Context: an optimization exercise on an open-source flow, tuned for small area. The choices shown serve that exercise and are no tape-out recipe.
Power and IR drop assume default switching activity.

Setup of lane 2:
==> flow/design.v (excerpt) <==
module risc_regfile #(
  parameter int DATA_W = 32,
  parameter int ADDR_W = 5,
  parameter int CNT_W  = 2
) (
  input  logic              clk,
  input  logic              reset,
  input  logic              WB_RW,
  input  logic [ADDR_W-1:0] WB_DA,
  input  logic [DATA_W-1:0] WB_Bus_D,
  input  logic [ADDR_W-1:0] DOF_AA,
  input  logic [ADDR_W-1:0] DOF_BA,
  input  logic              DOF_Issue,
  input  logic [ADDR_W-1:0] DOF_Issue_DA,
  output logic [DATA_W-1:0] DOF_Bus_A,
  output logic [DATA_W-1:0] DOF_Bus_B,
  output logic              DOF_Hazard_A,
  output logic              DOF_Hazard_B,
  output logic              SB_Ovf
);
  localparam int NREG = 1 << ADDR_W;
  logic [DATA_W-1:0] r_mem [1:NREG-1];
  logic [NREG-1:1]   r_pend_hi;    
  logic [NREG-1:1]   r_pend_lo;    
  logic              r_ovf;
  logic              w_wr_en;
  logic              w_issue_ok;
  logic              w_same;        
  logic              w_hit_a;       
  logic              w_hit_b;
  logic [NREG-1:1]   w_wr_sel;      
  logic [NREG-1:1]   w_up_sel;      
  logic [NREG-1:1]   w_dn_sel;      
  logic [NREG-1:0]   w_sel_a;       
  logic [NREG-1:0]   w_sel_b;
  logic [DATA_W-1:0] w_wdata;
  logic [NREG-1:1]   w_pend_hi_nxt;
  logic [NREG-1:1]   w_pend_lo_nxt;
  logic [NREG-1:1]   w_sat_up_n;    
  logic              w_wr_hi;       
  logic [NREG-1:1]   w_pend_nz;     
  assign w_wr_en    = WB_RW && (WB_DA != ADDR_W'(risc_pkg::R0));
  assign w_issue_ok = DOF_Issue && (DOF_Issue_DA != ADDR_W'(risc_pkg::R0));
  assign w_same     = w_wr_en && w_issue_ok && (WB_DA == DOF_Issue_DA);
  assign w_hit_a    = w_wr_en && (WB_DA == DOF_AA);
  assign w_hit_b    = w_wr_en && (WB_DA == DOF_BA);
  for (genvar b = 0; b < DATA_W; b++) begin : g_wdata
    rf_and2 u_and (.i_a(WB_Bus_D[b]), .i_b(!reset), .o_y(w_wdata[b]));
  end
  assign w_sel_a[0] = !reset && w_hit_a;
  assign w_sel_b[0] = !reset && w_hit_b;
  logic [3:0] w_wr_lo, w_a_lo, w_b_lo;
  logic [7:0] w_wrp_hi, w_a_hi, w_b_hi;
  logic [3:0] w_dn_lo_n, w_up_lo_n;
  logic [7:0] w_dn_hi_n, w_up_hi_n;
  ...
For scale: about 2700 cells after synthesis, ~1100 flip-flops, ~120 I/O pins.
==> module risc_regfile, before the edit <==
module risc_regfile #(
  parameter int DATA_W = 32,
  parameter int ADDR_W = 5,
  parameter int CNT_W  = 2
) (
  input  logic              clk,
  input  logic              reset,
  input  logic              WB_RW,
  input  logic [ADDR_W-1:0] WB_DA,
  input  logic [DATA_W-1:0] WB_Bus_D,
  input  logic [ADDR_W-1:0] DOF_AA,
  input  logic [ADDR_W-1:0] DOF_BA,
  input  logic              DOF_Issue,
  input  logic [ADDR_W-1:0] DOF_Issue_DA,
  output logic [DATA_W-1:0] DOF_Bus_A,
  output logic [DATA_W-1:0] DOF_Bus_B,
  output logic              DOF_Hazard_A,
  output logic              DOF_Hazard_B,
  output logic              SB_Ovf
);
  localparam int NREG = 1 << ADDR_W;
  logic [DATA_W-1:0] r_mem [1:NREG-1];
  logic [NREG-1:1]   r_pend_hi;    
  logic [NREG-1:1]   r_pend_lo;    
  logic              r_ovf;
  logic              w_wr_en;
  logic              w_issue_ok;
  logic              w_same;        
  logic              w_hit_a;       
  logic              w_hit_b;
  logic [NREG-1:1]   w_wr_sel;      
  logic [NREG-1:1]   w_up_sel;      
  logic [NREG-1:1]   w_dn_sel;      
  logic [NREG-1:0]   w_sel_a;       
  logic [NREG-1:0]   w_sel_b;
  logic [DATA_W-1:0] w_wdata;
  logic [NREG-1:1]   w_pend_hi_nxt;
  logic [NREG-1:1]   w_pend_lo_nxt;
  logic [NREG-1:1]   w_sat_up_n;    
  logic              w_wr_hi;       
  logic [NREG-1:1]   w_pend_nz;     
  assign w_wr_en    = WB_RW && (WB_DA != ADDR_W'(risc_pkg::R0));
  assign w_issue_ok = DOF_Issue && (DOF_Issue_DA != ADDR_W'(risc_pkg::R0));
  assign w_same     = w_wr_en && w_issue_ok && (WB_DA == DOF_Issue_DA);
  assign w_hit_a    = w_wr_en && (WB_DA == DOF_AA);
  assign w_hit_b    = w_wr_en && (WB_DA == DOF_BA);
  for (genvar b = 0; b < DATA_W; b++) begin : g_wdata
    rf_and2 u_and (.i_a(WB_Bus_D[b]), .i_b(!reset), .o_y(w_wdata[b]));
  end
  assign w_sel_a[0] = !reset && w_hit_a;
  assign w_sel_b[0] = !reset && w_hit_b;
  logic [3:0] w_wr_lo, w_a_lo, w_b_lo;
  logic [7:0] w_wrp_hi, w_a_hi, w_b_hi;
  logic [3:0] w_dn_lo_n, w_up_lo_n;
  logic [7:0] w_dn_hi_n, w_up_hi_n;
  rf_pre_lo   u_pre_wr_lo (.i_a(WB_DA[1:0]),        .i_force(reset), .o_p(w_wr_lo));
  rf_pre_lo   u_pre_a_lo  (.i_a(DOF_AA[1:0]),       .i_force(1'b0),  .o_p(w_a_lo));
  rf_pre_lo   u_pre_b_lo  (.i_a(DOF_BA[1:0]),       .i_force(1'b0),  .o_p(w_b_lo));
  rf_pre_hi   u_pre_wr_hi (.i_a(WB_DA[4:2]),        .i_en(WB_RW),                          .i_force(reset), .o_p(w_wrp_hi));
  rf_pre_hi   u_pre_a_hi  (.i_a(DOF_AA[4:2]),       .i_en(!reset && !w_hit_a),             .i_force(1'b0),  .o_p(w_a_hi));
  rf_pre_hi   u_pre_b_hi  (.i_a(DOF_BA[4:2]),       .i_en(!reset && !w_hit_b),             .i_force(1'b0),  .o_p(w_b_hi));
  rf_pre_lo_n u_pre_dn_lo (.i_a(WB_DA[1:0]),        .o_n(w_dn_lo_n));
  rf_pre_lo_n u_pre_up_lo (.i_a(DOF_Issue_DA[1:0]), .o_n(w_up_lo_n));
  rf_pre_hi_n u_pre_dn_hi (.i_a(WB_DA[4:2]),        .i_en(WB_RW && !w_same && !reset),     .o_n(w_dn_hi_n));
  rf_pre_hi_n u_pre_up_hi (.i_a(DOF_Issue_DA[4:2]), .i_en(DOF_Issue && !w_same && !reset), .o_n(w_up_hi_n));
  rf_dec_and u_dec_wr (.i_lo(w_wr_lo), .i_hi(w_wrp_hi), .o_sel(w_wr_sel));
  rf_dec_and u_dec_a  (.i_lo(w_a_lo),  .i_hi(w_a_hi),  .o_sel(w_sel_a[NREG-1:1]));
  rf_dec_and u_dec_b  (.i_lo(w_b_lo),  .i_hi(w_b_hi),  .o_sel(w_sel_b[NREG-1:1]));
  rf_dec_nor u_dec_dn (.i_lo_n(w_dn_lo_n), .i_hi_n(w_dn_hi_n), .o_sel(w_dn_sel));
  rf_dec_nor u_dec_up (.i_lo_n(w_up_lo_n), .i_hi_n(w_up_hi_n), .o_sel(w_up_sel));
  for (genvar r = 1; r < NREG; r++) begin : g_reg
    always_ff @(posedge clk) begin
      if (w_wr_sel[r]) begin
        r_mem[r] <= w_wdata;
      end
    end
    risc_scoreboard u_cnt (
      .i_reset  (reset),
      .i_up     (w_up_sel[r]),
      .i_dn     (w_dn_sel[r]),
      .i_hi     (r_pend_hi[r]),
      .i_lo     (r_pend_lo[r]),
      .o_hi     (w_pend_hi_nxt[r]),
      .o_lo     (w_pend_lo_nxt[r]),
      .o_nz     (w_pend_nz[r]),
      .o_sat_up_n (w_sat_up_n[r])
    );
  end
  always_ff @(posedge clk) begin
    r_pend_hi <= w_pend_hi_nxt;
    r_pend_lo <= w_pend_lo_nxt;
  end
  always_ff @(posedge clk) begin
    r_ovf <= !reset && (r_ovf || !(&w_sat_up_n));
  end
  assign SB_Ovf = r_ovf;
  for (genvar b = 0; b < DATA_W; b++) begin : g_bit
    logic [NREG-1:0] w_col;
    assign w_col[0] = w_wdata[b];
    for (genvar r = 1; r < NREG; r++) begin : g_col
      assign w_col[r] = r_mem[r][b];
    end
    rf_aomux #(.N(NREG)) u_mux_a (.i_d(w_col), .i_s(w_sel_a), .o_y(DOF_Bus_A[b]));
    rf_aomux #(.N(NREG)) u_mux_b (.i_d(w_col), .i_s(w_sel_b), .o_y(DOF_Bus_B[b]));
  end
  rf_aomux #(.N(NREG-1)) u_wr_hi (.i_d(r_pend_hi), .i_s(w_wr_sel), .o_y(w_wr_hi));
  rf_aomux #(.N(NREG)) u_haz_a (.i_d({w_pend_nz, w_wr_hi}), .i_s(w_sel_a), .o_y(DOF_Hazard_A));
  rf_aomux #(.N(NREG)) u_haz_b (.i_d({w_pend_nz, w_wr_hi}), .i_s(w_sel_b), .o_y(DOF_Hazard_B));
endmodule
Settings: LEC_CHECK=0, CAP_MARGIN=20, CORE_MARGIN=2, CORE_UTILIZATION=50, SLEW_MARGIN=20, SYNTH_HIERARCHICAL=1; clock period 7.5 ns.
standard.sh (not shown) runs the stock make flow with config.mk's settings and CLKGATE_MAP_FILE= SYNTH_SCRIPT=/design/flow/synth_recipe.tcl, a recipe that flattens the netlist after the stock synthesis.
==> flow/flow/run.sh <==
#!/bin/bash
# Standard layout with two changes:
#  - ports are buffered with the plain buffer sky130_fd_sc_hd__buf_1
#    (instead of the delay buffer buffer_ports picks by default);
#  - clock tree from clkbuf_8 in clusters of up to 16 sinks, without dummy loads.
# Each tool's full output stays in the ORFS logs under orfs/logs; the make
# output is written to standard.log here.
set -e
export BUFFER_PORTS_ARGS="-buffer_cell sky130_fd_sc_hd__buf_1"
export CTS_ARGS="-sink_clustering_enable -repair_clock_nets -dont_use_dummy_load -buf_list {sky130_fd_sc_hd__clkbuf_8} -sink_clustering_size 16 -sink_clustering_max_diameter 60"
bash standard.sh > standard.log 2>&1
Lane 2 has completed all stages; timing, DRC and antenna checks passed.
Relative to lane 2, the following input files were edited for lane 5:
--- a/flow/design.v
+++ b/flow/design.v
@@ -70,8 +70,11 @@
   logic              w_hit_b;
   logic [NREG-1:1]   w_wr_sel;      
+  logic [NREG-1:1]   w_wr_sel_h;    
   logic [NREG-1:1]   w_up_sel;      
   logic [NREG-1:1]   w_dn_sel;      
   logic [NREG-1:0]   w_sel_a;       
   logic [NREG-1:0]   w_sel_b;
+  logic [NREG-1:0]   w_sel_a_h;     
+  logic [NREG-1:0]   w_sel_b_h;
   logic [DATA_W-1:0] w_wdata;
   logic [NREG-1:1]   w_pend_hi_nxt;
@@ -90,4 +93,6 @@
   assign w_sel_a[0] = !reset && w_hit_a;
   assign w_sel_b[0] = !reset && w_hit_b;
+  assign w_sel_a_h[0] = w_sel_a[0];
+  assign w_sel_b_h[0] = w_sel_b[0];
   logic [3:0] w_wr_lo, w_a_lo, w_b_lo;
   logic [7:0] w_wrp_hi, w_a_hi, w_b_hi;
@@ -107,4 +112,7 @@
   rf_dec_and u_dec_a  (.i_lo(w_a_lo),  .i_hi(w_a_hi),  .o_sel(w_sel_a[NREG-1:1]));
   rf_dec_and u_dec_b  (.i_lo(w_b_lo),  .i_hi(w_b_hi),  .o_sel(w_sel_b[NREG-1:1]));
+  rf_dec_and u_dec_wr_h (.i_lo(w_wr_lo), .i_hi(w_wrp_hi), .o_sel(w_wr_sel_h));
+  rf_dec_and u_dec_a_h  (.i_lo(w_a_lo),  .i_hi(w_a_hi),  .o_sel(w_sel_a_h[NREG-1:1]));
+  rf_dec_and u_dec_b_h  (.i_lo(w_b_lo),  .i_hi(w_b_hi),  .o_sel(w_sel_b_h[NREG-1:1]));
   rf_dec_nor u_dec_dn (.i_lo_n(w_dn_lo_n), .i_hi_n(w_dn_hi_n), .o_sel(w_dn_sel));
   rf_dec_nor u_dec_up (.i_lo_n(w_up_lo_n), .i_hi_n(w_up_hi_n), .o_sel(w_up_sel));
@@ -112,5 +120,8 @@
     always_ff @(posedge clk) begin
       if (w_wr_sel[r]) begin
-        r_mem[r] <= w_wdata;
+        r_mem[r][DATA_W/2-1:0] <= w_wdata[DATA_W/2-1:0];
+      end
+      if (w_wr_sel_h[r]) begin
+        r_mem[r][DATA_W-1:DATA_W/2] <= w_wdata[DATA_W-1:DATA_W/2];
       end
     end
@@ -141,6 +152,6 @@
       assign w_col[r] = r_mem[r][b];
     end
-    rf_aomux #(.N(NREG)) u_mux_a (.i_d(w_col), .i_s(w_sel_a), .o_y(DOF_Bus_A[b]));
-    rf_aomux #(.N(NREG)) u_mux_b (.i_d(w_col), .i_s(w_sel_b), .o_y(DOF_Bus_B[b]));
+    rf_aomux #(.N(NREG)) u_mux_a (.i_d(w_col), .i_s(b < DATA_W/2 ? w_sel_a : w_sel_a_h), .o_y(DOF_Bus_A[b]));
+    rf_aomux #(.N(NREG)) u_mux_b (.i_d(w_col), .i_s(b < DATA_W/2 ? w_sel_b : w_sel_b_h), .o_y(DOF_Bus_B[b]));
   end
   rf_aomux #(.N(NREG-1)) u_wr_hi (.i_d(r_pend_hi), .i_s(w_wr_sel), .o_y(w_wr_hi));
Notes after the runs:
Against lane 2, lane 5 comes in 0.2 points higher on proportion of power drawn by the clock network.
Of lane 5 and lane 2, it is lane 5 that has the lower final cell count.
On synthesis-to-layout area growth, the lower figure sits with lane 5, not lane 2.
Lane 5 vs lane 2 — total power dropped 2.0%.
Time the final worst path needs with I/O delays and setup for lane 5: 0.041 ns down relative to lane 2
No functional check of the RTL was part of any run of this note.

afterwards: timing with drivers on the ports:
The results above use ideal ports. As a check the final layouts listed here were re-extracted and re-timed, cells and wires unchanged. Step 1, drivers: a clkbuf_16 drives clk and a buf_2 each remaining input, both assumed. Step 2, shift: input delay + t, output delay - t, t = (earliest + latest rising clock arrival at the registers) / 2. This alone moves slack from input paths to output paths. a / b / c = ideal / step 1 / step 2; a / b = the first two.
run | t (ns) | slack for setup (ns) | clock arrival spread, ns | cell pins on the clock port's net
lane 2 | 0.814 | 0.060 / 0.020 / 0.020 | 0.124 / 0.123 | 1
lane 5 | 0.782 | 0.101 / 0.075 / 0.075 | 0.092 / 0.092 | 1
After both steps every run listed still meets setup and hold. For lane 2, which loses most, drivers alone change the setup slack by -0.040 ns; drivers and shift together by -0.040 ns.
